From an optimization exercise on the open Yosys and OpenROAD flow, aimed at small area, a short achievable clock period and few clock cycles; shortcuts taken in it are not production practice.
The RTL was checked by simulation tests, not by an equivalence proof against the original design.
Power and IR drop assume default switching activity.

## flow/design.v

```verilog
package mips_mc_core_pkg;
  localparam logic [5:0] OP_RTYPE = 6'h00;
  localparam logic [5:0] OP_J     = 6'h02;
  localparam logic [5:0] OP_JAL   = 6'h03;
  localparam logic [5:0] OP_BEQ   = 6'h04;
  localparam logic [5:0] OP_BNE   = 6'h05;
  localparam logic [5:0] OP_ADDIU = 6'h09;
  localparam logic [5:0] OP_ORI   = 6'h0d;
  localparam logic [5:0] OP_LUI   = 6'h0f;
  localparam logic [5:0] OP_LW    = 6'h23;
  localparam logic [5:0] OP_SW    = 6'h2b;
  localparam logic [5:0] FN_SLL  = 6'h00;
  localparam logic [5:0] FN_JR   = 6'h08;
  localparam logic [5:0] FN_ADDU = 6'h21;
  localparam logic [5:0] FN_SUBU = 6'h23;
  localparam logic [5:0] FN_AND  = 6'h24;
  localparam logic [5:0] FN_OR   = 6'h25;
  localparam logic [5:0] FN_SLT  = 6'h2a;
endpackage
module mips_mc_regfile (
  input  logic        clk,
  input  logic        reset,
  input  logic [4:0]  ra1,
  input  logic [4:0]  ra2,
  output logic [31:0] rd1,
  output logic [31:0] rd2,
  input  logic        we,
  input  logic [4:0]  wa,
  input  logic [31:0] wd
);
  logic [31:0] regs [32];
  logic [31:0] vld;
  assign regs[0] = '0;
  assign vld[0]  = 1'b0;
  generate
    for (genvar gi = 1; gi < 32; gi++) begin : g_reg
      logic [31:0] q_reg;
      logic        v_reg;
      always_ff @(posedge clk) begin
        if (we && (wa == 5'(gi))) q_reg <= wd;
      end
      always_ff @(posedge clk or negedge reset) begin
        if (!reset) v_reg <= 1'b0;
        else if (we && (wa == 5'(gi))) v_reg <= 1'b1;
      end
      assign regs[gi] = q_reg;
      assign vld[gi]  = v_reg;
    end
  endgenerate
  always_comb begin
    rd1 = '0;
    rd2 = '0;
    for (int i = 1; i < 32; i++) begin
      rd1 = rd1 | ({32{(ra1 == 5'(i)) && vld[i]}} & regs[i]);
      rd2 = rd2 | ({32{(ra2 == 5'(i)) && vld[i]}} & regs[i]);
    end
  end
endmodule
import mips_mc_core_pkg::*;
module mips_mc_core #(
  parameter logic [31:0] RESET_PC = 32'h0000_3000,
  parameter int          ADDR_W   = 12
) (
  input  logic              clk,
  input  logic              reset,
  output logic              mem_req,
  output logic              mem_we,
  output logic [ADDR_W-1:0] mem_addr,
  output logic [31:0]       mem_wdata,
  input  logic [31:0]       mem_rdata,
  input  logic              mem_ack,
  output logic [31:0]       pc_o,
  output logic              retire,
  output logic              illegal
);
  localparam int AW = ADDR_W - 2;   
  logic [31:0]   pc_reg, ir_reg, a_reg, b_reg, wdata_reg;
  logic          xv_reg, retire_reg, illegal_reg;
  logic [AW-1:0] addr_reg, fa_reg;
  logic          req_reg, we_reg, kill_reg, fa_req;
  logic          m_valid, m_lw;
  logic [4:0]    m_wa;
  logic       c_sub, c_sum, c_and, c_or, c_slt, c_sll, c_link, c_ars, c_brt;
  logic       c_we, c_lw, c_sw, c_br, c_bne, c_jr, c_jmp, c_legal;
  logic [4:0] c_wa;
  logic [4:0]  x_rs, x_rt, shamt;
  logic [15:0] imm;
  assign x_rs  = ir_reg[25:21];
  assign x_rt  = ir_reg[20:16];
  assign shamt = ir_reg[10:6];
  assign imm   = ir_reg[15:0];
  logic [31:0] sum, alu_res, pc_plus4;
  logic        lt;
  assign sum      = a_reg + b_reg + {31'b0, c_sub};
  assign lt       = (a_reg[31] == b_reg[31]) ? a_reg[31] : sum[31];
  assign pc_plus4 = {pc_reg[31:2] + 30'd1, pc_reg[1:0]};
  always_comb begin
    alu_res = '0;
    if (c_sum)  alu_res = alu_res | sum;
    if (c_and)  alu_res = alu_res | (a_reg & b_reg);
    if (c_or)   alu_res = alu_res | (a_reg | b_reg);
    if (c_slt)  alu_res = alu_res | {31'b0, lt};
    if (c_sll)  alu_res = alu_res | (b_reg << shamt);
    if (c_link) alu_res = alu_res | pc_plus4;
  end
  logic        eq, taken;
  logic [30:0] br_sum;
  logic [31:0] br_target, target, npc;
  assign eq        = (a_reg == b_reg);
  assign taken     = c_jmp | c_jr | (c_br & (eq ^ c_bne));
  assign br_sum    = {pc_reg[31:2], 1'b1} + {{14{imm[15]}}, imm, 1'b1};
  assign br_target = {br_sum[30:1], pc_reg[1:0]};
  always_comb begin
    if (c_jr)       target = a_reg;
    else if (c_jmp) target = {pc_plus4[31:28], ir_reg[25:0], 2'b00};
    else            target = br_target;
  end
  assign npc = taken ? target : pc_plus4;
  logic [ADDR_W-1:0] x_ea;
  assign x_ea = a_reg[ADDR_W-1:0] + imm[ADDR_W-1:0];
  logic x_act, x_ldst, xfer_done, fetch_xfer, fetch_done, x_done, m_done, mispredict, x_we;
  assign x_act      = xv_reg & ~m_valid;
  assign x_ldst     = c_lw | c_sw;
  assign xfer_done  = req_reg & mem_ack;
  assign m_done     = m_valid & xfer_done;
  assign fetch_xfer = xfer_done & ~m_valid;
  assign mispredict = x_act & c_br & ~taken & (imm != 16'h0);
  assign fetch_done = fetch_xfer & ~kill_reg & ~mispredict;
  assign x_done     = x_act & (~x_ldst | fetch_xfer);
  assign x_we       = x_act & c_we;
  logic [31:0] rf_rd1, rf_rd2, rf_wd;
  logic        rf_we;
  logic [4:0]  rf_wa;
  assign rf_we = x_we | (m_done & m_lw);
  assign rf_wa = m_valid ? m_wa : c_wa;
  assign rf_wd = m_valid ? mem_rdata : alu_res;
  logic [5:0]  f_op, f_fn;
  logic [4:0]  f_rs, f_rt, f_rd;
  logic [15:0] f_imm;
  assign f_op  = mem_rdata[31:26];
  assign f_rs  = mem_rdata[25:21];
  assign f_rt  = mem_rdata[20:16];
  assign f_rd  = mem_rdata[15:11];
  assign f_fn  = mem_rdata[5:0];
  assign f_imm = mem_rdata[15:0];
  mips_mc_regfile u_regfile (
    .clk   (clk),
    .reset (reset),
    .ra1   (f_rs),
    .ra2   (f_rt),
    .rd1   (rf_rd1),
    .rd2   (rf_rd2),
    .we    (rf_we),
    .wa    (rf_wa),
    .wd    (rf_wd)
  );
  logic f_rtype, f_sll, f_jr, f_addu, f_subu, f_and, f_or, f_slt;
  logic f_j, f_jal, f_beq, f_bne, f_addiu, f_ori, f_lui, f_lw, f_sw;
  assign f_rtype = (f_op == OP_RTYPE);
  assign f_sll   = f_rtype && (f_fn == FN_SLL);
  assign f_jr    = f_rtype && (f_fn == FN_JR);
  assign f_addu  = f_rtype && (f_fn == FN_ADDU);
  assign f_subu  = f_rtype && (f_fn == FN_SUBU);
  assign f_and   = f_rtype && (f_fn == FN_AND);
  assign f_or    = f_rtype && (f_fn == FN_OR);
  assign f_slt   = f_rtype && (f_fn == FN_SLT);
  assign f_j     = (f_op == OP_J);
  assign f_jal   = (f_op == OP_JAL);
  assign f_beq   = (f_op == OP_BEQ);
  assign f_bne   = (f_op == OP_BNE);
  assign f_addiu = (f_op == OP_ADDIU);
  assign f_ori   = (f_op == OP_ORI);
  assign f_lui   = (f_op == OP_LUI);
  assign f_lw    = (f_op == OP_LW);
  assign f_sw    = (f_op == OP_SW);
  logic       f_legal, f_alu, f_imm_op, f_sub;
  logic [4:0] f_wa;
  assign f_legal  = f_sll | f_jr | f_addu | f_subu | f_and | f_or | f_slt |
                    f_j | f_jal | f_beq | f_bne | f_addiu | f_ori | f_lui | f_lw | f_sw;
  assign f_alu    = f_sll | f_addu | f_subu | f_and | f_or | f_slt | f_addiu | f_ori | f_lui;
  assign f_imm_op = f_addiu | f_ori | f_lui;
  assign f_sub    = f_subu | f_slt;
  assign f_wa     = f_rtype ? f_rd : (f_jal ? 5'd31 : f_rt);
  logic        byp_a, byp_b;
  logic [31:0] f_ext, a_next, b_next;
  always_comb begin
    if (f_lui)      f_ext = {f_imm, 16'h0000};
    else if (f_ori) f_ext = {16'h0000, f_imm};
    else            f_ext = {{16{f_imm[15]}}, f_imm};
  end
  assign byp_a  = x_we && (c_wa == f_rs);
  assign byp_b  = x_we && (c_wa == f_rt);
  assign a_next = f_lui ? 32'h0 : (byp_a ? alu_res : rf_rd1);
  assign b_next = (f_imm_op ? f_ext : (byp_b ? alu_res : rf_rd2)) ^ {32{f_sub}};
  logic          f_stale;
  logic [AW-1:0] f_seq, f_next;
  logic [AW:0]   f_br_sum;
  assign f_seq    = addr_reg + AW'(1);
  assign f_br_sum = {addr_reg, 1'b1} + {f_imm[AW-1:0], 1'b1};
  assign f_stale  = f_jr & (byp_a | (xv_reg & c_lw & (c_wa == f_rs)));
  always_comb begin
    if (f_j | f_jal)       f_next = mem_rdata[AW-1:0];
    else if (f_jr)         f_next = rf_rd1[ADDR_W-1:2];
    else if (f_beq | f_bne) f_next = f_br_sum[AW:1];
    else                   f_next = f_seq;
  end
  logic snoop, snoop_a, snoop_b;
  assign snoop   = m_done & m_lw;
  assign snoop_a = snoop & c_ars & (x_rs == m_wa);
  assign snoop_b = snoop & c_brt & (x_rt == m_wa);
  always_ff @(posedge clk) begin
    if (fetch_xfer) begin
      ir_reg  <= mem_rdata;
      a_reg   <= a_next;
      b_reg   <= b_next;
      c_sub   <= f_sub;
      c_sum   <= f_addu | f_subu | f_addiu;
      c_and   <= f_and;
      c_or    <= f_or | f_ori | f_lui;
      c_slt   <= f_slt;
      c_sll   <= f_sll;
      c_link  <= f_jal;
      c_ars   <= ~f_lui;
      c_brt   <= ~f_imm_op;
      c_we    <= (f_alu | f_jal) && (f_wa != 5'd0);
      c_wa    <= f_wa;
      c_lw    <= f_lw;
      c_sw    <= f_sw;
      c_br    <= f_beq | f_bne;
      c_bne   <= f_bne;
      c_jr    <= f_jr;
      c_jmp   <= f_j | f_jal;
      c_legal <= f_legal;
    end else begin
      if (snoop_a) a_reg <= mem_rdata;
      if (snoop_b) b_reg <= mem_rdata ^ {32{c_sub}};
    end
    if (x_act && x_ldst && fetch_xfer) begin
      wdata_reg <= b_reg;
      m_lw      <= c_lw && (x_rt != 5'd0);
      m_wa      <= x_rt;
    end
  end
  logic          h_xv, k_xv, h_retire, k_retire, h_illegal, k_illegal;
  logic [31:0]   h_pc, k_pc;
  logic [AW-1:0] h_addr, k_addr, k_fa;
  logic          h_req, k_req, h_we, k_we, h_kill, k_kill, h_m, k_m, k_fa_req;
  always_comb begin
    h_xv      = xv_reg;
    h_retire  = 1'b0;
    h_illegal = illegal_reg;
    h_pc      = pc_reg;
    h_addr    = addr_reg;
    h_req     = req_reg;
    h_we      = we_reg;
    h_kill    = kill_reg;
    h_m       = m_valid;
    if (x_act && !x_ldst) begin
      h_xv     = 1'b0;
      h_retire = c_legal;
      h_pc     = npc;
      if (!c_legal) h_illegal = 1'b1;
    end
    if (mispredict) begin
      h_kill = 1'b1;
    end else if (x_act && !x_ldst && c_legal && !req_reg) begin
      h_addr = npc[ADDR_W-1:2];
      h_req  = 1'b1;
    end else if (!xv_reg && !req_reg && !illegal_reg && !kill_reg && !m_valid) begin
      h_req = 1'b1;
    end
  end
  always_comb begin
    k_xv      = xv_reg;
    k_retire  = 1'b0;
    k_illegal = illegal_reg;
    k_pc      = pc_reg;
    k_addr    = addr_reg;
    k_req     = req_reg;
    k_we      = we_reg;
    k_kill    = kill_reg;
    k_m       = m_valid;
    k_fa      = fa_reg;
    k_fa_req  = fa_req;
    if (m_valid) begin
      k_retire = 1'b1;
      k_addr   = fa_reg;
      k_we     = 1'b0;
      k_req    = fa_req;
      k_m      = 1'b0;
    end else begin
      if (xv_reg) begin
        k_pc     = npc;
        k_retire = c_legal & ~x_ldst;
        if (!c_legal) k_illegal = 1'b1;
      end
      if (mispredict) begin
        k_xv   = 1'b0;
        k_addr = npc[ADDR_W-1:2];
      end else if (kill_reg) begin
        k_xv   = 1'b0;
        k_addr = pc_reg[ADDR_W-1:2];
        k_kill = 1'b0;
      end else begin
        k_xv = 1'b1;
        if (xv_reg && x_ldst) begin
          k_addr   = x_ea[ADDR_W-1:2];
          k_we     = c_sw;
          k_m      = 1'b1;
          k_fa     = f_next;
          k_fa_req = f_legal & ~f_stale;
        end else begin
          k_addr = f_next;
          k_req  = f_legal & ~f_stale;
        end
      end
    end
  end
  always_ff @(posedge clk or negedge reset) begin
    if (!reset) begin
      pc_reg      <= RESET_PC;
      xv_reg      <= 1'b0;
      retire_reg  <= 1'b0;
      illegal_reg <= 1'b0;
      addr_reg    <= RESET_PC[ADDR_W-1:2];
      req_reg     <= 1'b0;
      we_reg      <= 1'b0;
      kill_reg    <= 1'b0;
      fa_reg      <= '0;
      fa_req      <= 1'b0;
      m_valid     <= 1'b0;
    end else if (xfer_done) begin
      pc_reg      <= k_pc;
      xv_reg      <= k_xv;
      retire_reg  <= k_retire;
      illegal_reg <= k_illegal;
      addr_reg    <= k_addr;
      req_reg     <= k_req;
      we_reg      <= k_we;
      kill_reg    <= k_kill;
      fa_reg      <= k_fa;
      fa_req      <= k_fa_req;
      m_valid     <= k_m;
    end else begin
      pc_reg      <= h_pc;
      xv_reg      <= h_xv;
      retire_reg  <= h_retire;
      illegal_reg <= h_illegal;
      addr_reg    <= h_addr;
      req_reg     <= h_req;
      we_reg      <= h_we;
      kill_reg    <= h_kill;
      m_valid     <= h_m;
    end
  end
  assign mem_req   = req_reg;
  assign mem_we    = we_reg;
  assign mem_addr  = {addr_reg, 2'b00};
  assign mem_wdata = wdata_reg;
  assign pc_o      = pc_reg;
  assign retire    = retire_reg;
  assign illegal   = illegal_reg;
endmodule
```

## flow/flow/run.sh

```bash
#!/bin/bash
# Own layout flow: the standard ORFS flow (standard.sh, unchanged
# synthesis, floorplan, power grid and taps), with two make settings:
#  - the port buffers are buf_4 cells rather than the flow's default pick;
#  - timing repair may resize a cell to one of another footprint.
set -euo pipefail
here=$(pwd)
bash "$here/standard.sh" \
  "BUFFER_PORTS_ARGS=-buffer_cell sky130_fd_sc_hd__buf_4" \
  MATCH_CELL_FOOTPRINT=0 \
  finish > "$here/standard.log" 2>&1
```

## flow/standard.sh

```bash
#!/bin/bash
# synth_recipe.tcl (not shown) runs the flow's synth.tcl, then flattens the netlist and writes it again
# the make line also repeats each setting of config.mk as NAME=value (left out here)
make -C /OpenROAD-flow-scripts/flow DESIGN_CONFIG=/design/flow/config.mk WORK_HOME=/design/flow/orfs CLKGATE_MAP_FILE= SYNTH_SCRIPT=/design/flow/synth_recipe.tcl "${@:-finish}"
```

## flow/config.mk

```make
export PLATFORM = sky130hd
export DESIGN_NAME = mips_mc_core
export DESIGN_NICKNAME = mips_mc_core
export VERILOG_FILES = /design/flow/design.v
export SDC_FILE = /design/flow/constraint.sdc
export NUM_CORES = 4
export LEC_CHECK = 0
export CAP_MARGIN = 20
export CELL_PAD_IN_SITES_DETAIL_PLACEMENT = 1
export CELL_PAD_IN_SITES_GLOBAL_PLACEMENT = 2
export CORE_MARGIN = 2
export CORE_UTILIZATION = 40
export GPL_ROUTABILITY_DRIVEN = 1
export SETUP_SLACK_MARGIN = 4.0
export SLEW_MARGIN = 20
```

## flow/constraint.sdc

```tcl
create_clock -name core_clock -period 8.0 [get_ports {clk}]
set_input_delay 1.6000 -clock core_clock [delete_from_list [all_inputs] [get_ports {clk}]]
set_output_delay 1.6000 -clock core_clock [all_outputs]
set_load 0.01 [all_outputs]
```

==> results of run 1 <==
[power groups by stage]
stage	Combinational, W	Clock (W)	Sequential, W
2_1_floorplan	0.00455	0	0.00963
3_3_place_gp	0.00782	0	0.0101
3_5_place_dp	0.00789	0	0.0101
4_1_cts	0.00847	0.00670	0.00986
5_1_grt	0.00944	0.00693	0.00991
6_report	0.00899	0.00669	0.00989
[cell families after synthesis]
family                     after synthesis
AOI/OAI and AO/OA                     1723
DFF                                   1233
and+or+nand+nor                       1128
buffers and inverters                  531
muxes                                  139
xor gates and xnor gates               120
adders and majority gates              119
other                                    1
[Yosys cell counts, types with 19 or more instances]
master       n
clkbuf_1   283
mux4_2      23
mux2_2      41
inv_1      114
a21oi_1    224
a221oi_1   247
o21ai_0    199
a22oi_1    457
a31oi_1     20
nand2b_1    29
nor3_1      82
or2_2       41
nor2b_1     23
nor2_1     212
or4_1       20
nand2_1    252
o22ai_1     32
buf_2       52
edfxtp_1  1142
xnor2_1     59
xor2_1      61
a21o_1      28
a22o_1     223
a222oi_1    68
dfrtp_1     89
and3_1      86
nand3_1    162
nand4_1    126
mux2i_1     75
a211oi_1    26
nor4_1      28
buf_1       69
o211ai_1    26
o21a_1      19
ha_1       115
o221ai_1    31
[repair_timing]
action / CTS / global route
pin swaps: 40 / 40
cloned: 3 / 3
gates resized for setup: 223 / 147
setup endpoints to repair: 1130 / 764
buffers inserted: 89 / 48
[final cells by class]
cell class / count / area, sq um / share of cell area
tap: 2030 / 2540 / 0.0349
sequential: 1233 / 36600 / 0.503
clock buffer: 175 / 3770 / 0.0519
timing repair buffer: 447 / 3910 / 0.0538
inverter: 117 / 452 / 0.00621
multi-input combinational: 3237 / 24500 / 0.337
antenna: 3 / 7.51 / 0.000103
clock inverter: 85 / 933 / 0.0128
[critical path, cell delays in order]
cell,delay (ns)
buf_4,0.19
nor3b_1,0.55
and3_4,0.52
buf_4,0.44
a22oi_1,0.12
nand4_1,0.16
or4_1,0.36
o21a_1,0.18
mux2i_1,0.10
or4b_1,0.48
a31oi_1,0.16
[path summary, 6_finish.rpt]
kind / cells past startpoint / to / startpoint
setup / recovery: 11 / addr_reg[8] / mem_rdata[24]
hold / removal: 2 / fa_reg[2] / fa_reg[2]
max in group asynchronous: 2 / pc_reg[2] / reset
hold reg to reg: 2 / fa_reg[2] / fa_reg[2]
min in group asynchronous: 1 / u_regfile.g_reg[18].v_reg / reset
setup reg to reg: 10 / u_regfile.g_reg[20].q_reg[15] / b_reg[9]
[routing by layer]
layer  track usage  wire length [microns]  part of all wire
met1         0.537                 125000              0.36
met5             0                    123           0.00035
met3         0.144                  46900              0.13
met2         0.655                 151000              0.43
met4         0.272                  27600             0.079
[metrics by stage]
stage | instances | area [sq um] | total power (W) | setup WS, ns
after CTS | 7271 | 71700 | 0.0250 | 3.92
final | 7327 | 72700 | 0.0256 | 3.81
after global routing | 7325 | 72700 | 0.0263 | 3.85
after global placement | 6913 | 65200 | 0.0180 | 2.46
after floorplan | 4995 | 61600 | 0.0142 | 3.80
after detailed placement | 6919 | 65300 | 0.0180 | 2.37
==> flow_metrics.env, run 1 <==
export IMPL_netlist_area_leader_share=0.558
export IMPL_globalplace_congestion=0.954
export IMPL_grtUsageTotal=0.434
export IMPL_ctsRootBufferMaster="clkbuf_16"
export IMPL_cp_max_fo=15
export IMPL_power_leakage_nw=25.0
export IMPL_yosys_area_share_simple=0.0931
export IMPL_startpoint_type="input pin"
export IMPL_grt_pass1_wl_microns=465000
export IMPL_combPwrFrac=0.352
export IMPL_power_density_mw_per_mm2=351
export IMPL_drt_pass1_iter_count=7
export IMPL_hold_buffers=0
export IMPL_start_util=0.404
export IMPL_outcome="no timing/DRC/antenna violations"
export IMPL_fin_util=0.478
export IMPL_criticalPathCategory="in -> reg"
export IMPL_setup_tns_final_ns=0
export IMPL_synth_flop_cell="edfxtp_1"
export IMPL_vias_per_cell=7.42
export IMPL_clock_latency_ns=0.83
export IMPL_wl_per_cell_microns=47.7
export IMPL_routed_via_count=54400
export IMPL_grt_pass1_vias=52100
export IMPL_layout_commonest_cell="edfxtp_1"
export IMPL_min_period_over_period=0.524
export IMPL_synth_edf_count=1142
export IMPL_cts_sinks=1233
export IMPL_num_fill_cells=15300
export IMPL_finalHoldViolCount=0
export IMPL_yosysWarnings=3
export IMPL_synthAdderAreaFrac=0.0247
export IMPL_cap_violations=0
export IMPL_fin_hold_ws_ns=0.485
export IMPL_power_switching_w=0.00992
export IMPL_hp_class="reg -> reg"
export IMPL_largest_reg_flops=992
export IMPL_end_kind="flop"
export IMPL_finalMaxSlewViolations=0
export IMPL_syn_avg_cell_area_sq_um=12.3
export IMPL_period_needed_ns=4.19
export IMPL_relSlewSlack=0.191
export IMPL_drtAntennaViolNets=0
export IMPL_synth_distinct_cells=90
export IMPL_seqPwrFrac=0.387
export IMPL_row_count=143
export IMPL_max_freq_mhz=239
export IMPL_die_h_microns=396
export IMPL_ys_seq_area_frac=0.595
export IMPL_final_cell_mix="edfxtp_1 (1142), a22oi_1 (457), buf_4 (373)"
export IMPL_drtIter0Drc=10400
export IMPL_synth_seq_cells=1233
export IMPL_worstPathRequired_ns=8.72
export IMPL_layout_drive_gt1_share=0.201
export IMPL_core_sq_mm=0.152
export IMPL_drc=0
export IMPL_rsz0062_at_grt="true"
export IMPL_async_flop_share=0.0738
export IMPL_grt_max_degree=61
export IMPL_internal_power_w=0.0156
export IMPL_antenna_found_initial=13
export IMPL_synth_top_family_by_area="compound AO/OA/AOI/OAI gates"
export IMPL_r2r_slack_ns=4.02
export IMPL_place_port_buffers=112
export IMPL_syn_inst=4994
export IMPL_setup_violations=0
export IMPL_yosys_area_share_xor_xnor=0.0171
export IMPL_synth_area_top_cells="edfxtp_1 (56%), a22oi_1 (5.6%), dfrtp_1 (3.6%)"
export IMPL_tritoncts="yes"
export IMPL_pin_count=115
export IMPL_synth_compound_area_frac=0.208
export IMPL_die_w_microns=396
export IMPL_worstPathArrival_ns=4.91
export IMPL_synth_area_sq_mm=0.0615
export IMPL_synth_mux_area_frac=0.0281
export IMPL_path_clk_slew_ns=0.05
export IMPL_tightest_slew_ns=1.21
export IMPL_switching_share=0.388
export IMPL_place_hpwl_microns=221000
export IMPL_numCtsBuffers=142
export IMPL_die_area_sq_mm=0.157
export IMPL_ir_drop_v=0.000253
export IMPL_wl_microns=350000
export IMPL_synth_top_cell_by_area="edfxtp_1"
export IMPL_finClkSkew_ns=0.0602
export IMPL_syn_to_final_growth_pct=18.3
export IMPL_htree_num_levels=4
export IMPL_pwr_share_clk=0.262
export IMPL_clk_path_buf_depth=3
export IMPL_grt_ovfl_total=0
export IMPL_final_nets=5332
Testbench counts, summed over its fixed seeds: cycles 10,011.
==> run 2: changes to the inputs <==
==> flow/run.sh (new file) <==
#!/bin/bash
# synth_recipe.tcl (not shown) runs the flow's synth.tcl, then flattens the netlist and writes it again
# the make line also repeats each setting of config.mk as NAME=value (left out here)
make -C /OpenROAD-flow-scripts/flow DESIGN_CONFIG=/design/flow/config.mk WORK_HOME=/design/flow/orfs CLKGATE_MAP_FILE= SYNTH_SCRIPT=/design/flow/synth_recipe.tcl finish
--- a/flow/config.mk
+++ b/flow/config.mk
@@ -10,6 +10,8 @@
 export CELL_PAD_IN_SITES_GLOBAL_PLACEMENT = 2
 export CORE_MARGIN = 2
 export CORE_UTILIZATION = 40
+export CTS_CLUSTER_DIAMETER = 60
+export CTS_CLUSTER_SIZE = 22
 export GPL_ROUTABILITY_DRIVEN = 1
 export SETUP_SLACK_MARGIN = 4.0
 export SLEW_MARGIN = 20
removed: flow/flow/run.sh
removed: flow/standard.sh
==> flow_metrics.env, run 2 <==
export IMPL_min_period_over_period=0.515
export IMPL_die_h_microns=396
export IMPL_final_cell_mix="edfxtp_1 (1142), a22oi_1 (457), buf_4 (415)"
export IMPL_dp_cells=6966
export IMPL_ir_drop_v=0.000222
export IMPL_path_clk_slew_ns=0.07
export IMPL_hold_buffers=0
export IMPL_grt_ovfl_total=0
export IMPL_core_sq_mm=0.152
export IMPL_hp_class="reg -> reg"
export IMPL_syn_to_final_growth_pct=21.4
export IMPL_layout_drive_gt1_share=0.222
export IMPL_setup_violations=0
export IMPL_drc=0
export IMPL_clock_latency_ns=0.80
export IMPL_syn_inst=4994
export IMPL_async_flop_share=0.0738
export IMPL_grt_pass1_wl_microns=466000
export IMPL_synth_mux_area_frac=0.0281
export IMPL_die_area_sq_mm=0.157
export IMPL_grt_max_degree=60
export IMPL_criticalPathCategory="in -> reg"
export IMPL_vias_per_cell=7.46
export IMPL_cp_max_fo=15
export IMPL_cap_violations=0
export IMPL_synth_most_common_cell="edfxtp_1"
export IMPL_outcome="no timing/DRC/antenna violations"
export IMPL_relSlewSlack=0.190
export IMPL_drtAntennaViolNets=0
export IMPL_place_hpwl_microns=219000
export IMPL_max_freq_mhz=243
export IMPL_synth_compound_area_frac=0.208
export IMPL_syn_avg_cell_area_sq_um=12.3
export IMPL_tritoncts="yes"
export IMPL_synth_flop_cell="edfxtp_1"
export IMPL_setup_tns_final_ns=0
export IMPL_stdcell_area_sq_mm=0.0746
export IMPL_synthAdderAreaFrac=0.0247
export IMPL_yosysWarnings=3
export IMPL_yosys_area_share_simple=0.0931
export IMPL_worstPathRequired_ns=8.68
export IMPL_synth_edf_count=1142
export IMPL_pin_count=115
export IMPL_tightest_slew_ns=1.21
export IMPL_ys_seq_area_frac=0.595
export IMPL_yosys_area_share_xor_xnor=0.0171
export IMPL_fin_cells=7482
export IMPL_dpl_cell_area_sq_mm=0.0661
export IMPL_wl_microns=353000
export IMPL_finClkSkew_ns=0.0723
export IMPL_fin_hold_ws_ns=0.465
export IMPL_synthTopCellsByCount="edfxtp_1 (1142), a22oi_1 (457), clkbuf_1 (283), nand2_1 (252), a221oi_1 (247)"
export IMPL_power_density_mw_per_mm2=336
export IMPL_start_util=0.404
export IMPL_ctsRootBufferMaster="clkbuf_16"
export IMPL_final_nets=5491
export IMPL_synth_top_family_by_area="compound AO/OA/AOI/OAI gates"
export IMPL_drt_pass1_iter_count=9
export IMPL_largest_reg_flops=992
export IMPL_end_kind="flop"
export IMPL_synth_distinct_cells=90
export IMPL_power_leakage_nw=25.9
export IMPL_row_count=143
export IMPL_place_port_buffers=112
export IMPL_netlist_area_leader_share=0.558
export IMPL_synth_area_top_cells="edfxtp_1 (56%), a22oi_1 (5.6%), dfrtp_1 (3.6%)"
export IMPL_globalplace_congestion=0.945
export IMPL_htree_num_levels=3
export IMPL_rsz0062_at_grt="true"
export IMPL_grt_pass1_vias=52900
export IMPL_layout_commonest_cell="edfxtp_1"
export IMPL_grtUsageTotal=0.434
export IMPL_antenna_found_initial=23
export IMPL_period_needed_ns=4.12
export IMPL_synth_area_sq_mm=0.0615
export IMPL_cts_sinks=1233
export IMPL_clk_path_buf_depth=3
export IMPL_synth_top_cell_by_area="edfxtp_1"
export IMPL_wl_per_cell_microns=47.1
export IMPL_startpoint_type="input pin"
export IMPL_routed_via_count=55900
export IMPL_die_w_microns=396
export IMPL_worstPathArrival_ns=4.80
export IMPL_numCtsBuffers=115
export IMPL_synth_seq_cells=1233
export IMPL_finalMaxSlewViolations=0
export IMPL_finalHoldViolCount=0
export IMPL_drtIter0Drc=10900
run 2: cell count changes in the layout (fill, tap and decap cells not counted), sizes merged, moves of 2 or more:
cell           before  now
dlygate4sd2         0    2
inv               119  155
clkbuf            178  125
clkinvlp            7   10
clkinv             63   37
and3               87   89
bufinv             13    9
clkdlybuf4s50       0   94
diode               3   17
dlymetal6s2s        0    2
buf               444  526
run 2: per-stage QoR:
stage          setup slack (ns)  power (W)   util
3_5_place_dp               1.76     0.0179  0.434
3_3_place_gp               1.88     0.0179  0.433
6_report                   3.88     0.0250  0.490
2_1_floorplan              3.80     0.0142      -
4_1_cts                    3.80     0.0245  0.482
5_1_grt                    3.89     0.0258  0.490
run 2: path summary, 6_finish.rpt:
| kind | from | endpoint | slack, ns | cells past startpoint |
|---|---|---|---|---|
| setup reg to reg | ir_reg[6] | b_reg[7] | 3.96 | 9 |
| max in group asynchronous | reset | m_valid | 5.77 | 2 |
| hold reg to reg | c_legal | illegal_reg | 0.47 | 1 |
| min in group asynchronous | reset | u_regfile.g_reg[7].v_reg | 0.79 | 1 |
| hold / removal | c_legal | illegal_reg | 0.47 | 1 |
| setup / recovery | mem_rdata[23] | addr_reg[7] | 3.88 | 13 |
run 2: cells by family (layout without fill, tap and decap cells):
family	count (synthesis)	count (layout)
mux	139	144
fa+ha+maj	119	119
compound gates	1723	1723
buf+inv	531	962
simple gates	1128	1132
xor+xnor	120	120
other cells	1	19
flops	1233	1233
run 2: what timing repair did:
item	in CTS	in global routing
gates resized for setup	375	137
pin swaps	119	69
setup endpoints to repair	1055	871
cloned	6	7
setup buffers	192	79
run 2: worst max-delay path, cell delays in order:
cell and delay, ns:
buf_4 0.18, buf_6 0.18, nor3b_2 0.45, and3_4 0.53, buf_6 0.37, a222oi_1 0.17
nand3_1 0.14, or4_4 0.18, a21oi_1 0.08, a22oi_1 0.44, a211o_1 0.20, nand3_1 0.07
a21oi_1 0.17
run 2: cell type report:
type                       count  area, sq um
multi-input combinational   3240        24900
timing repair buffer         630         5910
inverter                     117          470
antenna                       17         42.5
clock buffer                 121         2950
sequential                  1233        36600
clock inverter                94         1280
tap                         2030         2540
fill                       15300        77600
run 2: routing by layer:
layer	global-route usage	up-vias	wire length, microns
met1	0.542	28200	126000
li1	-	21000	-
met5	0.000924	-	136
met4	0.266	16	28500
met3	0.142	1531	47400
met2	0.650	5068	150000
run 2: report_power, final:
group          internal, W  total (W)  leakage, nW  switching [W]
Clock              0.00316    0.00616         2.03        0.00300
Sequential         0.00907    0.00985         11.4       0.000785
Combinational      0.00288    0.00903         12.5        0.00615
==> run 3: changes to the inputs <==
--- a/flow/design.v
+++ b/flow/design.v
@@ -89,19 +89,28 @@
   assign x_rt  = ir_reg[20:16];
   assign shamt = ir_reg[10:6];
   assign imm   = ir_reg[15:0];
+  logic [32:0] sum33;
   logic [31:0] sum, alu_res, pc_plus4;
-  logic        lt;
-  assign sum      = a_reg + b_reg + {31'b0, c_sub};
+  logic        lt, s_sum, s_and, s_or, s_slt, s_sll, s_link;
+  assign sum33    = {a_reg, 1'b1} + {b_reg, c_sub};
+  assign sum      = sum33[32:1];
   assign lt       = (a_reg[31] == b_reg[31]) ? a_reg[31] : sum[31];
   assign pc_plus4 = {pc_reg[31:2] + 30'd1, pc_reg[1:0]};
+  assign s_sum    = c_sum  & ~m_valid;
+  assign s_and    = c_and  & ~m_valid;
+  assign s_or     = c_or   & ~m_valid;
+  assign s_slt    = c_slt  & ~m_valid;
+  assign s_sll    = c_sll  & ~m_valid;
+  assign s_link   = c_link & ~m_valid;
   always_comb begin
     alu_res = '0;
-    if (c_sum)  alu_res = alu_res | sum;
-    if (c_and)  alu_res = alu_res | (a_reg & b_reg);
-    if (c_or)   alu_res = alu_res | (a_reg | b_reg);
-    if (c_slt)  alu_res = alu_res | {31'b0, lt};
-    if (c_sll)  alu_res = alu_res | (b_reg << shamt);
-    if (c_link) alu_res = alu_res | pc_plus4;
+    if (s_sum)   alu_res = alu_res | sum;
+    if (s_and)   alu_res = alu_res | (a_reg & b_reg);
+    if (s_or)    alu_res = alu_res | (a_reg | b_reg);
+    if (s_slt)   alu_res = alu_res | {31'b0, lt};
+    if (s_sll)   alu_res = alu_res | (b_reg << shamt);
+    if (s_link)  alu_res = alu_res | pc_plus4;
+    if (m_valid) alu_res = alu_res | mem_rdata;
   end
   logic        eq, taken;
   logic [30:0] br_sum;
@@ -133,7 +142,7 @@
   logic [4:0]  rf_wa;
   assign rf_we = x_we | (m_done & m_lw);
   assign rf_wa = m_valid ? m_wa : c_wa;
-  assign rf_wd = m_valid ? mem_rdata : alu_res;
+  assign rf_wd = alu_res;
   logic [5:0]  f_op, f_fn;
   logic [4:0]  f_rs, f_rt, f_rd;
   logic [15:0] f_imm;
@@ -181,17 +190,21 @@
   assign f_imm_op = f_addiu | f_ori | f_lui;
   assign f_sub    = f_subu | f_slt;
   assign f_wa     = f_rtype ? f_rd : (f_jal ? 5'd31 : f_rt);
-  logic        byp_a, byp_b;
+  logic        byp_a, byp_b, o_imm, o_lui, o_ori, o_sub;
   logic [31:0] f_ext, a_next, b_next;
+  assign o_imm = (f_op[5:3] == 3'b001);
+  assign o_lui = f_op[1];
+  assign o_ori = f_op[2] & ~f_op[1];
+  assign o_sub = f_rtype & f_fn[1];
   always_comb begin
-    if (f_lui)      f_ext = {f_imm, 16'h0000};
-    else if (f_ori) f_ext = {16'h0000, f_imm};
+    if (o_lui)      f_ext = {f_imm, 16'h0000};
+    else if (o_ori) f_ext = {16'h0000, f_imm};
     else            f_ext = {{16{f_imm[15]}}, f_imm};
   end
   assign byp_a  = x_we && (c_wa == f_rs);
   assign byp_b  = x_we && (c_wa == f_rt);
-  assign a_next = f_lui ? 32'h0 : (byp_a ? alu_res : rf_rd1);
-  assign b_next = (f_imm_op ? f_ext : (byp_b ? alu_res : rf_rd2)) ^ {32{f_sub}};
+  assign a_next = (o_imm & o_lui) ? 32'h0 : (byp_a ? alu_res : rf_rd1);
+  assign b_next = o_imm ? f_ext : ((byp_b ? alu_res : rf_rd2) ^ {32{o_sub}});
   logic          f_stale;
   logic [AW-1:0] f_seq, f_next;
   logic [AW:0]   f_br_sum;
==> flow_metrics.env, run 3 <==
export IMPL_max_freq_mhz=243
export IMPL_multi_input_area_sq_mm=0.0250
export IMPL_finClkSkew_ns=0.0784
export IMPL_setup_tns_final_ns=0
export IMPL_die_w_microns=396
export IMPL_synth_area_sq_mm=0.0616
export IMPL_clock_latency_ns=0.82
export IMPL_crit_chain="inv_1, ha_2, and4_2, o211ai_1, o21ai_2, nand4_1, and3_2, o31a_1, o211ai_1, buf_4, buf_6, o22ai_1, xnor2_1, a221oi_2"
export IMPL_ys_seq_area_frac=0.594
export IMPL_synth_seq_cells=1233
export IMPL_clk_path_buf_depth=3
export IMPL_hold_buffers=0
export IMPL_synthTopCellsByCount="edfxtp_1 (1142), a22oi_1 (463), nand2_1 (319), clkbuf_1 (270), a221oi_1 (241)"
export IMPL_power_density_mw_per_mm2=340
export IMPL_fin_util=0.492
export IMPL_setup_worst_path_end="b_reg[29]"
export IMPL_grt_pass1_vias=53900
export IMPL_grtUsageTotal=0.450
export IMPL_layout_commonest_cell="edfxtp_1"
export IMPL_core_sq_mm=0.152
export IMPL_largest_reg_flops=992
export IMPL_synth_most_common_cell="edfxtp_1"
export IMPL_layout_drive_gt1_share=0.216
export IMPL_tritoncts="yes"
export IMPL_globalplace_congestion=0.983
export IMPL_startpoint_type="flop"
export IMPL_period_needed_ns=4.12
export IMPL_grt_pass1_wl_microns=481000
export IMPL_final_seq_area_sq_mm=0.0366
export IMPL_r2r_end="b_reg[29]"
export IMPL_worst_hold_startpoint="fa_reg[2]"
export IMPL_rsz0062_at_grt="true"
export IMPL_place_port_buffers=112
export IMPL_drt_pass1_iter_count=9
export IMPL_outcome="no timing/DRC/antenna violations"
export IMPL_grt_max_degree=61
export IMPL_row_count=143
export IMPL_drtIter0Drc=9862
export IMPL_die_area_sq_mm=0.157
export IMPL_power_leakage_nw=26.0
export IMPL_start_util=0.404
export IMPL_synth_edf_count=1142
export IMPL_htree_num_levels=3
export IMPL_synth_distinct_cells=98
export IMPL_cts_sinks=1233
export IMPL_final_cell_mix="edfxtp_1 (1142), a22oi_1 (460), buf_4 (375)"
export IMPL_final_nets=5560
export IMPL_grt_ovfl_total=0
export IMPL_r2r_cells=14
export IMPL_ctsRootBufferMaster="clkbuf_16"
export IMPL_min_period_over_period=0.515
export IMPL_wl_per_cell_microns=48.0
export IMPL_vias_per_cell=7.42
export IMPL_finalHoldViolCount=0
export IMPL_relSlewSlack=0.183
export IMPL_antenna_found_initial=18
export IMPL_fin_hold_ws_ns=0.481
export IMPL_routed_via_count=56000
export IMPL_syn_inst=5034
export IMPL_cap_violations=0
export IMPL_critPathSlowestCell="edfxtp_1"
export IMPL_place_hpwl_microns=223000
export IMPL_worstPathRequired_ns=8.54
export IMPL_drtAntennaViolNets=0
export IMPL_r2r_slack_ns=3.88
export IMPL_criticalPathCategory="reg -> reg"
export IMPL_syn_avg_cell_area_sq_um=12.2
export IMPL_numCtsBuffers=114
export IMPL_r2r_start="b_reg[9]"
export IMPL_end_kind="flop"
export IMPL_path_clk_slew_ns=0.06
export IMPL_cp_startpoint="b_reg[9]"
export IMPL_hp_class="reg -> reg"
export IMPL_synth_flop_cell="edfxtp_1"
export IMPL_yosysWarnings=3
export IMPL_worstPathArrival_ns=4.65
export IMPL_cpMostUsedCell="o211ai_1"
export IMPL_async_flop_share=0.0738
export IMPL_synth_area_top_cells="edfxtp_1 (56%), a22oi_1 (5.6%), dfrtp_1 (3.6%)"
export IMPL_wl_microns=362000
export IMPL_slowest_delay_ns=0.56
export IMPL_netlist_area_leader_share=0.557
export IMPL_cp_max_fo=17
export IMPL_drc=0
export IMPL_tightest_slew_ns=1.23
export IMPL_pin_count=115
export IMPL_setup_violations=0
export IMPL_num_fill_cells=15500
export IMPL_finalMaxSlewViolations=0
export IMPL_die_h_microns=396
export IMPL_syn_to_final_growth_pct=21.8
export IMPL_ir_drop_v=0.000238
export IMPL_synth_top_cell_by_area="edfxtp_1"
-- run 3: final cells by class --
cell class                      count  area share
Multi-Input combinational cell   3302       0.333
Clock buffer                      123      0.0399
Antenna cell                       13    0.000434
Clock inverter                     93      0.0143
Tap cell                         2030      0.0339
Timing Repair inverter              3    0.000267
Timing Repair Buffer              630      0.0834
Inverter                          123     0.00666
Sequential cell                  1233       0.488
-- run 3: cell families (layout without fill, tap and decap cells) --
logic type | after synthesis | in the layout | share of synthesized area
AO/OA/AOI/OAI | 1708 | 1710 | 0.207
XOR/XNOR | 141 | 141 | 0.0201
adder cells (fa/ha/maj) | 118 | 118 | 0.0244
buffers and inverters | 512 | 972 | 0.0342
flip-flops | 1233 | 1233 | 0.594
multiplexers | 102 | 102 | 0.0203
other | 1 | 15 | 0.0000609
AND/OR/NAND/NOR | 1219 | 1229 | 0.0996
-- run 3: worst min-delay path by stage --
stage                       end  slack [ns]  cells after the start
global route          fa_reg[6]        0.52                      2
floorplan           illegal_reg        0.43                      1
CTS                   fa_reg[2]        0.48                      2
detailed placement    fa_reg[2]        0.47                      2
finish                fa_reg[2]        0.48                      2
global placement         fa_req        0.46                      2
-- run 3: critical path: cells and delay by family (launching register included) --
kind,cells,cell delay [ns]
xor gates and xnor gates,1,0.19
DFF,1,0.56
AOI/OAI and AO/OA,6,1.43
adders and majority gates,1,0.44
buffers and inverters,3,0.44
and+or+nand+nor,3,0.84
-- run 3: what timing repair did --
action,in CTS,in global routing
resized for setup,384,163
hold endpoints to repair,0,0
setup buffers,245,48
gates cloned,18,0
endpoints found under the setup margin,1475,571
pin swaps,100,57
-- run 3: power breakdown --
group / switching, W / leakage (nW) / internal [W]
registers: 0.000820 / 11.4 / 0.00907
logic: 0.00661 / 12.6 / 0.00298
clock network: 0.00298 / 1.97 / 0.00301
total: 0.0104 / 26.0 / 0.0150
-- run 3: layer usage --
layer,global-route usage,vias up,routed length (microns)
met5,0.0237,-,760
met4,0.331,28,34200
met3,0.170,1608,48900
met2,0.655,5098,150000
met1,0.543,28100,128000
li1,-,21200,-
-- run 3: metrics by stage --
stage | instance area, sq um | setup slack [ns] | instances | power [W]
5_1_grt | 74900 | 3.82 | 7538 | 0.0262
6_report | 75000 | 3.88 | 7550 | 0.0255
3_3_place_gp | 65900 | 1.68 | 7008 | 0.0181
2_1_floorplan | 61700 | 3.81 | 5035 | 0.0141
3_5_place_dp | 66000 | 1.65 | 7010 | 0.0182
4_1_cts | 73900 | 3.69 | 7489 | 0.0249
Testbench counts of run 3, summed over its fixed seeds: cycles 10,011.
==> run 4: changes to the inputs <==
--- a/flow/design.v
+++ b/flow/design.v
@@ -24,8 +24,7 @@
   input  logic [4:0]  ra2,
   output logic [31:0] rd1,
   output logic [31:0] rd2,
-  input  logic        we,
-  input  logic [4:0]  wa,
+  input  logic [31:1] we_row,
   input  logic [31:0] wd
 );
   logic [31:0] regs [32];
@@ -37,11 +36,11 @@
       logic [31:0] q_reg;
       logic        v_reg;
       always_ff @(posedge clk) begin
-        if (we && (wa == 5'(gi))) q_reg <= wd;
+        if (we_row[gi]) q_reg <= wd;
       end
       always_ff @(posedge clk or negedge reset) begin
         if (!reset) v_reg <= 1'b0;
-        else if (we && (wa == 5'(gi))) v_reg <= 1'b1;
+        else if (we_row[gi]) v_reg <= 1'b1;
       end
       assign regs[gi] = q_reg;
       assign vld[gi]  = v_reg;
@@ -138,10 +137,14 @@
   assign x_done     = x_act & (~x_ldst | fetch_xfer);
   assign x_we       = x_act & c_we;
   logic [31:0] rf_rd1, rf_rd2, rf_wd;
-  logic        rf_we;
-  logic [4:0]  rf_wa;
-  assign rf_we = x_we | (m_done & m_lw);
-  assign rf_wa = m_valid ? m_wa : c_wa;
+  logic [31:1] x_row, m_row, we_row;
+  always_comb begin
+    for (int i = 1; i < 32; i++) begin
+      x_row[i]  = x_we && (c_wa == 5'(i));
+      m_row[i]  = m_valid && m_lw && (m_wa == 5'(i));
+      we_row[i] = x_row[i] | (m_row[i] & xfer_done);
+    end
+  end
   assign rf_wd = alu_res;
   logic [5:0]  f_op, f_fn;
   logic [4:0]  f_rs, f_rt, f_rd;
@@ -159,8 +162,7 @@
     .ra2   (f_rt),
     .rd1   (rf_rd1),
     .rd2   (rf_rd2),
-    .we    (rf_we),
-    .wa    (rf_wa),
+    .we_row(we_row),
     .wd    (rf_wd)
   );
   logic f_rtype, f_sll, f_jr, f_addu, f_subu, f_and, f_or, f_slt;
--- a/flow/config.mk
+++ b/flow/config.mk
@@ -10,8 +10,6 @@
 export CELL_PAD_IN_SITES_GLOBAL_PLACEMENT = 2
 export CORE_MARGIN = 2
 export CORE_UTILIZATION = 40
-export CTS_CLUSTER_DIAMETER = 60
-export CTS_CLUSTER_SIZE = 22
 export GPL_ROUTABILITY_DRIVEN = 1
 export SETUP_SLACK_MARGIN = 4.0
 export SLEW_MARGIN = 20
==> flow_metrics.env, run 4 <==
export IMPL_outcome="no timing/DRC/antenna violations"
export IMPL_synthTopCellsByCount="edfxtp_1 (1142), a22oi_1 (413), clkbuf_1 (342), nand2_1 (291), a221oi_1 (276)"
export IMPL_layout_commonest_cell="edfxtp_1"
export IMPL_worstPathRequired_ns=8.56
export IMPL_core_sq_mm=0.152
export IMPL_antenna_found_initial=19
export IMPL_synth_flop_cell="edfxtp_1"
export IMPL_synth_seq_cells=1233
export IMPL_wl_per_cell_microns=48.2
export IMPL_criticalPathCategory="in -> reg"
export IMPL_tightest_slew_ns=1.12
export IMPL_wl_microns=357000
export IMPL_max_freq_mhz=236
export IMPL_pin_count=115
export IMPL_start_util=0.403
export IMPL_yosysWarnings=3
export IMPL_die_h_microns=395
export IMPL_power_density_mw_per_mm2=350
export IMPL_vias_per_cell=7.47
export IMPL_drtIter0Drc=9681
export IMPL_globalplace_congestion=0.972
export IMPL_period_needed_ns=4.24
export IMPL_clock_latency_ns=0.82
export IMPL_dp_cells=6958
export IMPL_seqPwrFrac=0.378
export IMPL_htree_num_levels=4
export IMPL_synth_distinct_cells=84
export IMPL_drc=0
export IMPL_grt_max_degree=69
export IMPL_row_count=143
export IMPL_drtAntennaViolNets=0
export IMPL_internal_power_w=0.0158
export IMPL_netlist_area_leader_share=0.561
export IMPL_finalHoldViolCount=0
export IMPL_clk_path_buf_depth=3
export IMPL_place_port_buffers=112
export IMPL_synth_edf_count=1142
export IMPL_switching_share=0.391
export IMPL_numCtsBuffers=138
export IMPL_cap_violations=0
export IMPL_worstPathArrival_ns=4.80
export IMPL_ctsRootBufferMaster="clkbuf_16"
export IMPL_setup_violations=0
export IMPL_finalMaxSlewViolations=0
export IMPL_path_clk_slew_ns=0.06
export IMPL_die_area_sq_mm=0.156
export IMPL_grt_pass1_wl_microns=473000
export IMPL_synth_area_top_cells="edfxtp_1 (56%), a22oi_1 (5.1%), a221oi_1 (4.0%)"
export IMPL_syn_to_final_growth_pct=20.9
export IMPL_min_period_over_period=0.530
export IMPL_combPwrFrac=0.370
export IMPL_final_nets=5413
export IMPL_routed_via_count=55400
export IMPL_end_kind="flop"
export IMPL_relSlewSlack=0.252
export IMPL_finClkSkew_ns=0.0374
export IMPL_drt_pass1_iter_count=9
export IMPL_r2r_slack_ns=3.98
export IMPL_final_cell_mix="edfxtp_1 (1142), a22oi_1 (412), buf_4 (330)"
export IMPL_syn_inst=4973
export IMPL_async_flop_share=0.0738
export IMPL_ir_drop_v=0.000229
export IMPL_rsz0062_at_grt="true"
export IMPL_power_switching_w=0.0101
export IMPL_num_fill_cells=15300
export IMPL_grt_ovfl_total=0
export IMPL_syn_avg_cell_area_sq_um=12.3
export IMPL_synth_area_sq_mm=0.0612
export IMPL_setup_tns_final_ns=0
export IMPL_die_w_microns=395
export IMPL_place_hpwl_microns=218000
export IMPL_power_leakage_nw=24.9
export IMPL_layout_drive_gt1_share=0.193
export IMPL_largest_reg_flops=992
export IMPL_synth_top_cell_by_area="edfxtp_1"
export IMPL_pwr_share_clk=0.251
export IMPL_ys_seq_area_frac=0.598
export IMPL_synth_most_common_cell="edfxtp_1"
export IMPL_grtUsageTotal=0.444
export IMPL_r2r_cells=12
export IMPL_hold_path_cell_count=2
export IMPL_cp_max_fo=12
export IMPL_cts_sinks=1233
export IMPL_hp_class="reg -> reg"
export IMPL_grt_pass1_vias=53300
export IMPL_hold_buffers=0
export IMPL_fin_cells=7413
export IMPL_startpoint_type="input pin"
export IMPL_tritoncts="yes"
run 4: changes by cell type in the layout (fill, tap and decap cells not counted), sizes merged, moves of 23 or more:
cell	before	now
a221oi	243	278
and3	112	89
clkbuf	128	187
buf	522	428
inv	157	115
a22o	214	246
nor2	214	168
a22oi	463	413
nand2	319	291
run 4: critical path: stages:
cell and delay (ns):
buf_2 0.16, buf_8 0.17, and3b_1 0.22, and3_4 0.30, buf_4 0.29, a22o_1 0.29
a221oi_1 0.24, nand3_1 0.11, nor3_1 0.23, nand4_1 0.58, nand2_1 0.23, o21ai_0 0.11
a22o_1 0.22
run 4: logic make-up (layout without fill, tap and decap cells):
| kind of cell | count (synthesis) | in the layout | synth area share |
|---|---|---|---|
| DFF | 1233 | 1233 | 0.598 |
| AOI/OAI and AO/OA | 1729 | 1731 | 0.210 |
| muxes | 87 | 87 | 0.0191 |
| adders and majority gates | 118 | 118 | 0.0245 |
| and+or+nand+nor | 1145 | 1148 | 0.0953 |
| xor gates and xnor gates | 142 | 142 | 0.0203 |
| buffers and inverters | 518 | 909 | 0.0324 |
| other | 1 | 15 | 0.0000613 |
run 4: routing by layer:
metal	vias up	global-route usage	part of all wire
met2	5122	0.661	0.43
met3	1486	0.160	0.14
li1	20800	-	-
met1	27900	0.541	0.35
met4	14	0.299	0.084
met5	-	0	0.00052
run 4: per-stage QoR:
stage	setup WS (ns)	area [sq um]	hold WS [ns]	total power [W]	util
3_5_place_dp	1.89	65900	0.467	0.0182	0.434
6_report	3.76	73900	0.488	0.0259	0.487
3_3_place_gp	1.85	65900	0.465	0.0182	0.434
2_1_floorplan	3.09	61500	0.434	0.0142	-
4_1_cts	3.87	73000	0.488	0.0253	0.481
5_1_grt	3.85	73900	0.496	0.0266	0.486
run 4: path summary, 6_finish.rpt:
check                         startpoint                        end
hold reg to reg                fa_reg[2]                  fa_reg[2]
setup / recovery           mem_rdata[22]                  a_reg[28]
min in group asynchronous          reset  u_regfile.g_reg[11].v_reg
max in group asynchronous          reset                  pc_reg[5]
hold / removal                 fa_reg[2]                  fa_reg[2]
setup reg to reg               ir_reg[6]                  b_reg[14]
run 4: repair_timing:
item,CTS,global route
cloned,7,2
resized for setup,362,144
pin swaps,60,32
buffers inserted,143,40
setup endpoints to repair,1785,1020
run 4: power groups by stage:
stage	Clock, W	Combinational [W]	Sequential, W
6_report	0.00651	0.00960	0.00980
5_1_grt	0.00674	0.0101	0.00983
4_1_cts	0.00654	0.00894	0.00980
3_5_place_dp	0	0.00815	0.0101
3_3_place_gp	0	0.00807	0.0101
2_1_floorplan	0	0.00452	0.00966
run 4: cell type report:
cell class | instances | area, sq um | area share
multi-input cells | 3228 | 24600 | 0.333
well taps | 2030 | 2540 | 0.0344
repair inverters | 2 | 15.0 | 0.000203
inverters | 117 | 485 | 0.00657
repair buffers | 540 | 5130 | 0.0694
clock inverters | 74 | 823 | 0.0111
flip-flops and latches | 1233 | 36600 | 0.495
diodes | 13 | 32.5 | 0.000440
clock buffers | 176 | 3680 | 0.0498
Testbench counts of run 4, summed over its fixed seeds: cycles 10,011.
==> run 5: changes to the inputs <==
--- a/flow/config.mk
+++ b/flow/config.mk
@@ -6,8 +6,8 @@
 export NUM_CORES = 4
 export LEC_CHECK = 0
 export CAP_MARGIN = 20
-export CELL_PAD_IN_SITES_DETAIL_PLACEMENT = 1
-export CELL_PAD_IN_SITES_GLOBAL_PLACEMENT = 2
+export CELL_PAD_IN_SITES_DETAIL_PLACEMENT = 0
+export CELL_PAD_IN_SITES_GLOBAL_PLACEMENT = 1
 export CORE_MARGIN = 2
 export CORE_UTILIZATION = 40
 export GPL_ROUTABILITY_DRIVEN = 1
==> flow_metrics.env, run 5 <==
export IMPL_cap_violations=0
export IMPL_min_to="fa_reg[4]"
export IMPL_worstPathArrival_ns=4.63
export IMPL_clock_latency_ns=0.83
export IMPL_syn_avg_cell_area_sq_um=12.3
export IMPL_rsz0062_at_grt="true"
export IMPL_outcome="no timing/DRC/antenna violations"
export IMPL_top_layer_used="met5"
export IMPL_grt_pass1_wl_microns=449000
export IMPL_hp_class="reg -> reg"
export IMPL_place_hpwl_microns=207000
export IMPL_seqPwrFrac=0.381
export IMPL_path_clk_slew_ns=0.06
export IMPL_row_count=143
export IMPL_r2r_end="b_reg[15]"
export IMPL_die_w_microns=395
export IMPL_path_buf_inv=4
export IMPL_drtIter0Drc=11600
export IMPL_fin_hold_ws_ns=0.481
export IMPL_drc=0
export IMPL_die_h_microns=395
export IMPL_grt_ovfl_total=0
export IMPL_stdcell_area_sq_mm=0.0748
export IMPL_dp_cells=6950
export IMPL_dpl_cell_area_sq_mm=0.0659
export IMPL_wl_per_cell_microns=45.7
export IMPL_setup_violations=0
export IMPL_crit_family="simple AND/OR/NAND/NOR gates"
export IMPL_drtAntennaViolNets=0
export IMPL_start_util=0.403
export IMPL_tightest_slew_ns=1.12
export IMPL_grtUsageTotal=0.420
export IMPL_layout_drive_gt1_share=0.209
export IMPL_syn_to_final_growth_pct=22.4
export IMPL_tritoncts="yes"
export IMPL_worstPathRequired_ns=8.55
export IMPL_grt_max_degree=55
export IMPL_clk_path_buf_depth=3
export IMPL_wl_microns=342000
export IMPL_drt_pass1_iter_count=8
export IMPL_min_period_over_period=0.510
export IMPL_ys_seq_area_frac=0.598
export IMPL_globalplace_congestion=0.989
export IMPL_largest_reg_flops=992
export IMPL_combPwrFrac=0.359
export IMPL_slowest_delay_ns=0.67
export IMPL_ctsRootBufferMaster="clkbuf_16"
export IMPL_crit_chain="buf_4, buf_12, and3b_2, and3_4, buf_6, bufbuf_16, a22o_1, a221oi_1, nand4_1, nor3_2, a21oi_1, o21ai_0, nand2_1"
export IMPL_synth_seq_cells=1233
export IMPL_core_sq_mm=0.152
export IMPL_relSlewSlack=0.252
export IMPL_netlist_area_leader_share=0.561
export IMPL_layout_commonest_cell="edfxtp_1"
export IMPL_place_port_buffers=112
export IMPL_internal_power_w=0.0158
export IMPL_routed_via_count=55400
export IMPL_criticalPathCategory="in -> reg"
export IMPL_cts_sinks=1233
export IMPL_switching_share=0.383
export IMPL_r2r_cells=15
export IMPL_synth_edf_count=1142
export IMPL_power_switching_w=0.00980
export IMPL_synth_area_sq_mm=0.0612
export IMPL_cp_depth=13
export IMPL_r2r_slack_ns=4.00
export IMPL_ir_drop_v=0.000260
export IMPL_setup_tns_final_ns=0
export IMPL_fin_cells=7483
export IMPL_synthTopCellsByCount="edfxtp_1 (1142), a22oi_1 (413), clkbuf_1 (342), nand2_1 (291), a221oi_1 (276)"
export IMPL_synth_most_common_cell="edfxtp_1"
export IMPL_die_area_sq_mm=0.156
export IMPL_yosysWarnings=3
export IMPL_critPathSlowestCell="nor3_2"
export IMPL_power_leakage_nw=25.4
export IMPL_max_freq_mhz=245
export IMPL_vias_per_cell=7.41
export IMPL_period_needed_ns=4.08
export IMPL_htree_num_levels=4
export IMPL_end_kind="flop"
export IMPL_finalHoldViolCount=0
export IMPL_route_met3_wl_microns=51700
export IMPL_wl_met1_microns=120000
export IMPL_pwr_share_clk=0.260
export IMPL_synth_area_top_cells="edfxtp_1 (56%), a22oi_1 (5.1%), a221oi_1 (4.0%)"
export IMPL_worst_hold_startpoint="fa_reg[4]"
export IMPL_finalMaxSlewViolations=0
export IMPL_power_density_mw_per_mm2=342
export IMPL_finClkSkew_ns=0.0494
export IMPL_antenna_found_initial=20
export IMPL_final_cell_mix="edfxtp_1 (1142), a22oi_1 (409), buf_4 (374)"
export IMPL_async_flop_share=0.0738
export IMPL_syn_inst=4973
export IMPL_r2r_start="a_reg[6]"
export IMPL_numCtsBuffers=138
export IMPL_synth_flop_cell="edfxtp_1"
export IMPL_synth_top_cell_by_area="edfxtp_1"
export IMPL_synth_distinct_cells=84
export IMPL_finalPower_w=0.0256
export IMPL_dr_wl_met2_microns=142000
export IMPL_startpoint_type="input pin"
export IMPL_final_nets=5477
export IMPL_pin_count=115
export IMPL_hold_path_cell_count=2
export IMPL_cp_max_fo=14
export IMPL_grt_pass1_vias=51200
## run 5: cell types whose count changed in the layout (fill, tap and decap cells not counted), moves of 5 or more
cell / previous run / this run
inv_2: 1 / 7
buf_4: 330 / 374
a221oi_1: 268 / 250
nor3_1: 48 / 39
buf_6: 33 / 62
buf_2: 6 / 0
clkbuf_8: 9 / 4
a221oi_2: 8 / 24
buf_8: 20 / 12
nor3_4: 8 / 13
## run 5: metrics by stage
stage	util	setup slack [ns]
floorplan	-	3.09
CTS	0.481	3.90
finish	0.493	3.92
global placement	0.434	1.53
global route	0.492	3.89
detailed placement	0.434	1.54
## run 5: cell families (layout without fill, tap and decap cells)
family | Yosys count | in the layout | synth area share
AND/OR/NAND/NOR | 1145 | 1156 | 0.0953
adder cells (fa/ha/maj) | 118 | 118 | 0.0245
other | 1 | 18 | 0.0000613
flip-flops | 1233 | 1233 | 0.598
XOR/XNOR | 142 | 142 | 0.0203
buffers and inverters | 518 | 970 | 0.0324
AO/OA/AOI/OAI | 1729 | 1729 | 0.210
multiplexers | 87 | 87 | 0.0191
## run 5: power groups by stage
stage / clock (W) / combinational, W / sequential, W
CTS: 0.00665 / 0.00856 / 0.00978
global placement: 0 / 0.00792 / 0.0100
floorplan: 0 / 0.00452 / 0.00966
detailed placement: 0 / 0.00793 / 0.0100
finish: 0.00665 / 0.00919 / 0.00976
global route: 0.00691 / 0.00966 / 0.00978
## run 5: final cells by class
class	count	area [sq um]
fill	13400	77100
sequential	1233	36600
multi-input combinational	3234	25000
timing repair buffer	597	5610
clock buffer	182	3750
tap	2030	2540
clock inverter	71	858
inverter	117	467
antenna	16	40.0
timing repair inverter	3	22.5
## run 5: routing by layer
metal | vias to the layer above | track usage
met5 | - | 0
met4 | 33 | 0.269
met3 | 1586 | 0.156
met2 | 5527 | 0.614
met1 | 27300 | 0.522
li1 | 21000 | -
## run 5: worst max-delay path by stage
stage | end | slack (ns) | from
6_report | a_reg[19] | 3.92 | mem_rdata[21]
5_1_grt | b_reg[19] | 3.89 | mem_rdata[20]
4_1_cts | addr_reg[5] | 3.90 | mem_rdata[25]
3_5_place_dp | addr_reg[5] | 1.54 | mem_rdata[24]
3_3_place_gp | addr_reg[5] | 1.53 | mem_rdata[24]
2_1_floorplan | u_regfile.g_reg[11].q_reg[0] | 3.09 | mem_ack
## run 5: timing repair
| action | in CTS | in global routing |
|---|---|---|
| pin swaps | 74 | 78 |
| setup endpoints to repair | 1634 | 255 |
| setup buffers | 140 | 107 |
| hold buffers | 0 | 0 |
| cloned | 8 | 9 |
| gates resized for setup | 319 | 183 |
## run 5: worst min-delay path: stages, from the launching register on
cell and delay [ns]:
dfrtp_1 0.34, nand2_1 0.05, o21ai_0 0.06
==> run 6: changes to the inputs <==
==> flow/config.mk (replaced) <==
export PLATFORM = sky130hd
export DESIGN_NAME = mips_mc_core
export DESIGN_NICKNAME = mips_mc_core
export VERILOG_FILES = /design/flow/design.v
export SDC_FILE = /design/flow/constraint.sdc
export NUM_CORES = 4
export LEC_CHECK = 0
export CAP_MARGIN = 20
export CELL_PAD_IN_SITES_DETAIL_PLACEMENT = 1
export CELL_PAD_IN_SITES_GLOBAL_PLACEMENT = 2
export CORE_MARGIN = 2
export CORE_UTILIZATION = 45
export CTS_CLUSTER_DIAMETER = 60
export CTS_CLUSTER_SIZE = 26
export GPL_ROUTABILITY_DRIVEN = 1
export SETUP_SLACK_MARGIN = 4.0
export SLEW_MARGIN = 20
==> flow_metrics.env, run 6 <==
export IMPL_outcome="no timing/DRC/antenna violations"
export IMPL_period_needed_ns=4.24
export IMPL_r2r_slack_ns=3.91
export IMPL_worstPathRequired_ns=8.48
export IMPL_numCtsBuffers=109
export IMPL_min_period_over_period=0.530
export IMPL_grtUsageTotal=0.487
export IMPL_die_h_microns=373
export IMPL_rsz0062_at_grt="true"
export IMPL_drtAntennaViolNets=0
export IMPL_synth_seq_cells=1233
export IMPL_cpMostUsedCell="buf_4"
export IMPL_ir_drop_v=0.000260
export IMPL_grt_max_degree=54
export IMPL_largest_reg_flops=992
export IMPL_synth_area_top_cells="edfxtp_1 (56%), a22oi_1 (5.1%), a221oi_1 (4.0%)"
export IMPL_synth_most_common_cell="edfxtp_1"
export IMPL_row_count=135
export IMPL_drtIter0Drc=11700
export IMPL_synth_area_sq_mm=0.0612
export IMPL_setup_tns_final_ns=0
export IMPL_startpoint_type="input pin"
export IMPL_final_cell_mix="edfxtp_1 (1142), a22oi_1 (408), buf_4 (390)"
export IMPL_ctsRootBufferMaster="clkbuf_16"
export IMPL_finalMaxSlewViolations=0
export IMPL_pin_count=115
export IMPL_die_w_microns=373
export IMPL_place_hpwl_microns=210000
export IMPL_hold_path_cell_count=2
export IMPL_layout_drive_gt1_share=0.218
export IMPL_criticalPathCategory="in -> reg"
export IMPL_drc=0
export IMPL_ys_seq_area_frac=0.598
export IMPL_crit_chain="clkbuf_4, buf_4, and3b_1, and3_4, buf_4, a22o_1, a221oi_1, nand3_1, nor3_1, buf_4, nand2_1, o21ai_0, xnor2_1, o221ai_1"
export IMPL_final_nets=5470
export IMPL_end_kind="flop"
export IMPL_clk_path_buf_depth=3
export IMPL_netlist_area_leader_share=0.561
export IMPL_finalPower_w=0.0258
export IMPL_die_area_sq_mm=0.139
export IMPL_cap_violations=0
export IMPL_place_port_buffers=112
export IMPL_tightest_slew_ns=1.35
export IMPL_async_flop_share=0.0738
export IMPL_relSlewSlack=0.0928
export IMPL_num_fill_cells=13300
export IMPL_tritoncts="yes"
export IMPL_r2r_cells=13
export IMPL_cts_sinks=1233
export IMPL_syn_to_final_growth_pct=21.9
export IMPL_multi_input_area_sq_mm=0.0250
export IMPL_synth_flop_cell="edfxtp_1"
export IMPL_cp_max_fo=12
export IMPL_hold_buffers=0
export IMPL_grt_ovfl_total=0
export IMPL_grt_pass1_vias=54000
export IMPL_routed_via_count=57400
export IMPL_synthTopCellsByCount="edfxtp_1 (1142), a22oi_1 (413), clkbuf_1 (342), nand2_1 (291), a221oi_1 (276)"
export IMPL_drt_pass1_iter_count=8
export IMPL_vias_per_cell=7.95
export IMPL_syn_avg_cell_area_sq_um=12.3
export IMPL_globalplace_congestion=0.990
export IMPL_hp_class="reg -> reg"
export IMPL_wl_microns=350000
export IMPL_finClkSkew_ns=0.0795
export IMPL_slowest_delay_ns=0.32
export IMPL_worstPathArrival_ns=4.72
export IMPL_htree_num_levels=3
export IMPL_layout_commonest_cell="edfxtp_1"
export IMPL_yosysWarnings=3
export IMPL_power_leakage_nw=25.4
export IMPL_power_density_mw_per_mm2=346
export IMPL_path_clk_slew_ns=0.08
export IMPL_grt_pass1_wl_microns=466000
export IMPL_antenna_found_initial=24
export IMPL_critPathSlowestCell="and3_4"
export IMPL_final_seq_area_sq_mm=0.0366
export IMPL_clock_latency_ns=0.80
export IMPL_synth_edf_count=1142
export IMPL_synth_top_cell_by_area="edfxtp_1"
export IMPL_synth_distinct_cells=84
export IMPL_start_util=0.453
export IMPL_finalHoldViolCount=0
export IMPL_stdcell_area_sq_mm=0.0746
export IMPL_wl_per_cell_microns=48.5
export IMPL_max_freq_mhz=236
export IMPL_dpl_cell_area_sq_mm=0.0656
export IMPL_fin_hold_ws_ns=0.493
export IMPL_setup_violations=0
export IMPL_core_sq_mm=0.135
export IMPL_syn_inst=4973
[run 6: logic make-up after synthesis]
group | synth area share
xor gates and xnor gates | 0.0203
adders and majority gates | 0.0245
muxes | 0.0191
and+or+nand+nor | 0.0953
AOI/OAI and AO/OA | 0.210
buffers and inverters | 0.0324
other | 0.0000613
DFF | 0.598
[run 6: final timing paths]
kind                                    start                         to
worst max-delay path            mem_rdata[17]                  b_reg[13]
worst min-delay path                fa_reg[2]                  fa_reg[2]
worst max register to register       b_reg[1]                  b_reg[13]
worst min register to register      fa_reg[2]                  fa_reg[2]
max in group asynchronous               reset  u_regfile.g_reg[20].v_reg
min in group asynchronous               reset                addr_reg[4]
[run 6: layout make-up]
cell class                 count  share of cell area
clock buffer                 114              0.0374
inverter                     117             0.00643
timing repair buffer         620              0.0794
timing repair inverter         1            0.000101
tap                         1781              0.0299
multi-input combinational   3235               0.336
sequential                  1233               0.491
clock inverter                94              0.0193
antenna                       25            0.000839
[run 6: critical path, delay by kind of cell]
family | cells | cell delay (ns)
xor+xnor | 1 | 0.17
simple gates | 5 | 1.09
buf+inv | 4 | 0.93
compound gates | 4 | 0.88
[run 6: report_power, final]
part           switching (W)  total (W)  internal [W]
Combinational        0.00685    0.00990       0.00305
Sequential          0.000677    0.00977       0.00909
Clock                0.00321    0.00613       0.00292
[run 6: metal layers]
| layer | GRT usage | up-vias | routed length, microns |
|---|---|---|---|
| li1 | - | 21000 | - |
| met5 | 0.0108 | - | 448 |
| met1 | 0.587 | 28600 | 119000 |
| met2 | 0.691 | 5949 | 143000 |
| met3 | 0.207 | 1807 | 54300 |
| met4 | 0.364 | 30 | 33400 |
[run 6: what timing repair did]
item / CTS / global route
buffers inserted: 180 / 79
resized for setup: 400 / 195
gates cloned: 12 / 4
endpoints found under the setup margin: 1676 / 754
pin swaps: 87 / 48
[run 6: per-stage QoR]
stage	setup WS (ns)	utilization	std cells
6_report	3.76	0.552	7220
5_1_grt	3.80	0.551	7201
4_1_cts	3.90	0.540	7112
3_5_place_dp	1.95	0.486	6712
3_3_place_gp	2.01	0.485	6709
2_1_floorplan	3.09	-	4974

## separate check: timing with driven ports
How much do the figures lean on ideal ports? The routed layouts below were timed once more, with nothing changed but the port constraints. Step 1 sets driving cells, clkbuf_16 on the clock port and buf_2 on the other inputs (assumed; they add their load-dependent delay and slew). Step 2 also shifts input and output timing later by t, the mid clock arrival at the registers, as if the neighbouring blocks saw the same clock. Three values: ideal ports, drivers, drivers and shift; two values: the first two.
run | t, ns | setup slack, ns
run 1 | 0.891 | 3.812 / 3.832 / 2.941
run 2 | 0.846 | 3.883 / 3.933 / 3.088
run 3 | 0.859 | 3.882 / 3.882 / 3.132
run 4 | 0.887 | 3.757 / 3.829 / 2.942
run 5 | 0.887 | 3.919 / 3.985 / 3.098
run 6 | 0.850 | 3.762 / 3.811 / 2.962
After both steps every run listed still meets setup and hold.
